Context: an optimization exercise on an open-source flow, tuned for small area. The choices shown serve that exercise and are no tape-out recipe. Only simulation tests tie the RTL to the original design; equivalence was not proved. Power figures rest on the tool's default switching activity, not on a simulated workload.

Setup of north:
// intensity_reflector_cluster_detect
module intensity_reflector_cluster_detect
(
    input  logic        clk,
    input  logic        rst_n,
    input  logic        cfg_we,
    input  logic [2:0]  cfg_index,
    input  logic [22:0] cfg_data,
    input  logic        beam_valid,
    output logic        beam_stall,
    input  logic [15:0] beam_intensity,
    input  logic [15:0] beam_range_mm,
    input  logic        beam_range_finite,
    input  logic        beam_last,
    output logic        result_valid,
    input  logic        result_stall,
    output logic [19:0] result_center_index_q8,
    output logic [11:0] result_peak_index,
    output logic [11:0] result_start_index,
    output logic [11:0] result_end_index,
    output logic [15:0] result_peak_intensity,
    output logic [15:0] result_center_range_mm
);
export LEC_CHECK = 0
export CAP_MARGIN = 20
export CORE_MARGIN = 2
export CORE_UTILIZATION = 40
export SLEW_MARGIN = 20
create_clock -name core_clock -period 9.0 [get_ports {clk}]
standard.sh (not shown) runs the stock make flow with config.mk's settings and CLKGATE_MAP_FILE= SYNTH_SCRIPT=/design/flow/synth_recipe.tcl, a recipe that flattens the netlist after the stock synthesis.
==> flow/flow/run.sh <==
#!/bin/bash
# Own layout flow: the standard layout (standard.sh, unchanged synthesis
# and steps), with the port buffers made from the smallest buffer cell.
# Runs in the work folder; make's full output goes to flow_make.log there,
# and ORFS keeps each step's own log under orfs/logs.
set -uo pipefail
export BUFFER_PORTS_ARGS="-buffer_cell sky130_fd_sc_hd__buf_1"
bash standard.sh > flow_make.log 2>&1
Looking at the reports, north completed the entire flow and the layout it produced met the timing, design-rule and antenna checks.
Input changes introduced in south (baseline for comparison: north):
- putting CTS_BUF_LIST at sky130_fd_sc_hd__clkbuf_16 where nothing was set
- putting CTS_CLUSTER_DIAMETER at 80 where nothing was set
- putting CTS_CLUSTER_SIZE at 20 where nothing was set
==> run notes <==
Going from north to south, total chip power fell about 14%; first-pass GRT wire length fell 700 microns; share of cell area taken by flip-flops and latches rose 1.2 points.


intensity_reflector_cluster_detect, a different RTL version from the one above (not shown whole).
For scale: roughly 1400 cells after synthesis, roughly 360 flip-flops, about 160 I/O pins, about 18000 sq um of cells after synthesis.
clock: 9.0 ns
lec_check: 0
cap_margin: 0
core_margin: 2
core_utilization: 65
cts_buf_list: sky130_fd_sc_hd__clkbuf_16
cts_cluster_diameter: 80
cts_cluster_size: 20
slew_margin: 0
Scripts as last shown in full above: flow/flow/run.sh
Next try:
CORE_UTILIZATION = 55   (was 65)
Cell area is higher by 0.73%.
Core utilization shrinks by 10 points.
Global-route usage falls by 3.3 points.
Critical path depth is unchanged.
Non-clock buffer count is higher by 2.
Clock skew goes up by 0.0040 ns.


== gamma ==
Starting RTL as in the previous note.
export LEC_CHECK = 0
export CAP_MARGIN = 0
export CORE_MARGIN = 2
export CORE_UTILIZATION = 65
export CTS_BUF_LIST = sky130_fd_sc_hd__clkbuf_16
export CTS_CLUSTER_DIAMETER = 90
export CTS_CLUSTER_SIZE = 25
export SLEW_MARGIN = 0
create_clock -name core_clock -period 9.0 [get_ports {clk}]
Scripts as last shown in full above: flow/flow/run.sh
### gamma -> epsilon
# gamma
export LEC_CHECK = 0
export CAP_MARGIN = 0
export CORE_MARGIN = 2
export CORE_UTILIZATION = 65
export CTS_BUF_LIST = sky130_fd_sc_hd__clkbuf_16
export CTS_CLUSTER_DIAMETER = 90
export CTS_CLUSTER_SIZE = 25
export SLEW_MARGIN = 0
create_clock -name core_clock -period 9.0 [get_ports {clk}]
# epsilon
export LEC_CHECK = 0
export CAP_MARGIN = 0
export CORE_MARGIN = 2
export CORE_UTILIZATION = 72
export CTS_BUF_LIST = sky130_fd_sc_hd__clkbuf_16
export CTS_CLUSTER_DIAMETER = 80
export CTS_CLUSTER_SIZE = 20
export SLEW_MARGIN = 0
create_clock -name core_clock -period 9.0 [get_ports {clk}]
==> comparison <==
epsilon against gamma: logic gate share of total power decreased 0.3 points, minimum hold slack essentially unchanged, floorplan die area decreased 9.5%.
From gamma to epsilon the numbers moved as follows: total power went up, worst setup margin went down, flip-flop and latch share of the layout cell area did not really move, cell leakage power went up.
Cell area of gamma is on par with epsilon.


== the baseline ==
RTL: one of the versions met above, not the one the previous note started from.
Size: about 1600 cells after synthesis, roughly 350 flip-flops, ~160 I/O pins.
clock: 9.0 ns
lec_check: 0
cap_margin: 20
core_margin: 2
core_utilization: 40
cts_buf_list: sky130_fd_sc_hd__clkbuf_16
cts_cluster_diameter: 100
cts_cluster_size: 30
slew_margin: 20
run.sh (not shown) runs the stock make flow with config.mk's settings and CLKGATE_MAP_FILE= SYNTH_SCRIPT=/design/flow/synth_recipe.tcl, a recipe that flattens the netlist after the stock synthesis.
Stock flow here: none of the scripts above is used.
Modified inputs, the candidate compared to the baseline
- a deleted CTS_CLUSTER_DIAMETER that had been 100
- a change of CTS_BUF_LIST from sky130_fd_sc_hd__clkbuf_16 to sky130_fd_sc_hd__clkbuf_4
- a deleted CTS_CLUSTER_SIZE that had been 30
## What came out
No stage failed in the candidate, and the final checks on the layout all came back clean. The candidate: sequential share of layout area 1.6 points below the baseline. In the candidate, total routed wirelength is higher than in the baseline. Taking the baseline as the reference point, the proportion of final cell area spent on non-clock buffers of the candidate falls by 0.27 points. When the candidate is measured against the baseline, its routed via count turns out about 4.6% higher. The first-pass GRT wire length reported for the candidate is greater than that of the baseline by 2100 µm. Re smallest setup slack after layout: the candidate is 0.022 ns up on the baseline. Comparing the candidate and the baseline, the higher met3 global-route usage is on the candidate.

re-timing with driven ports:
No port has a modelled driver above. Below, the same layouts with a new extraction and two added sets of constraints.
Step 1 (the two cells are an assumption about what drives the block):
set clk [get_ports {clk}]
set_driving_cell -lib_cell sky130_fd_sc_hd__clkbuf_16 $clk
set_driving_cell -lib_cell sky130_fd_sc_hd__buf_2 [delete_from_list [all_inputs] $clk]
Step 2 times the ports against the registers' clock, not the clock port: input delays grow and output delays shrink by t, the midpoint of the rising clock arrivals with the driver on.
a / b / c = no drivers / after step 1 / after step 2; a / b = the first two.
run	t, ns	setup slack, ns	worst setup path at the end	clock arrival spread, ns	worst register clock-pin slew, ns
north	0.629	1.344 / 1.344 / 1.344	register to register	0.043 / 0.043	0.07 / 0.07
south	0.629	1.376 / 1.376 / 1.376	register to register	0.049 / 0.049	0.09 / 0.09
the first run of note 2	0.583	1.369 / 1.369 / 1.369	register to register	0.018 / 0.018	0.09 / 0.09
the second run of note 2	0.591	1.423 / 1.423 / 1.423	register to register	0.022 / 0.022	0.09 / 0.09
gamma	0.573	1.354 / 1.354 / 1.354	register to register	0.023 / 0.023	0.11 / 0.11
epsilon	0.589	1.315 / 1.315 / 1.315	register to register	0.034 / 0.034	0.09 / 0.09
the baseline	0.585	1.370 / 1.370 / 1.370	register to register	0.037 / 0.037	0.12 / 0.12
the candidate	0.900	1.393 / 1.393 / 1.393	register to register	0.075 / 0.075	0.07 / 0.07
After both steps setup and hold are still met in every run listed.
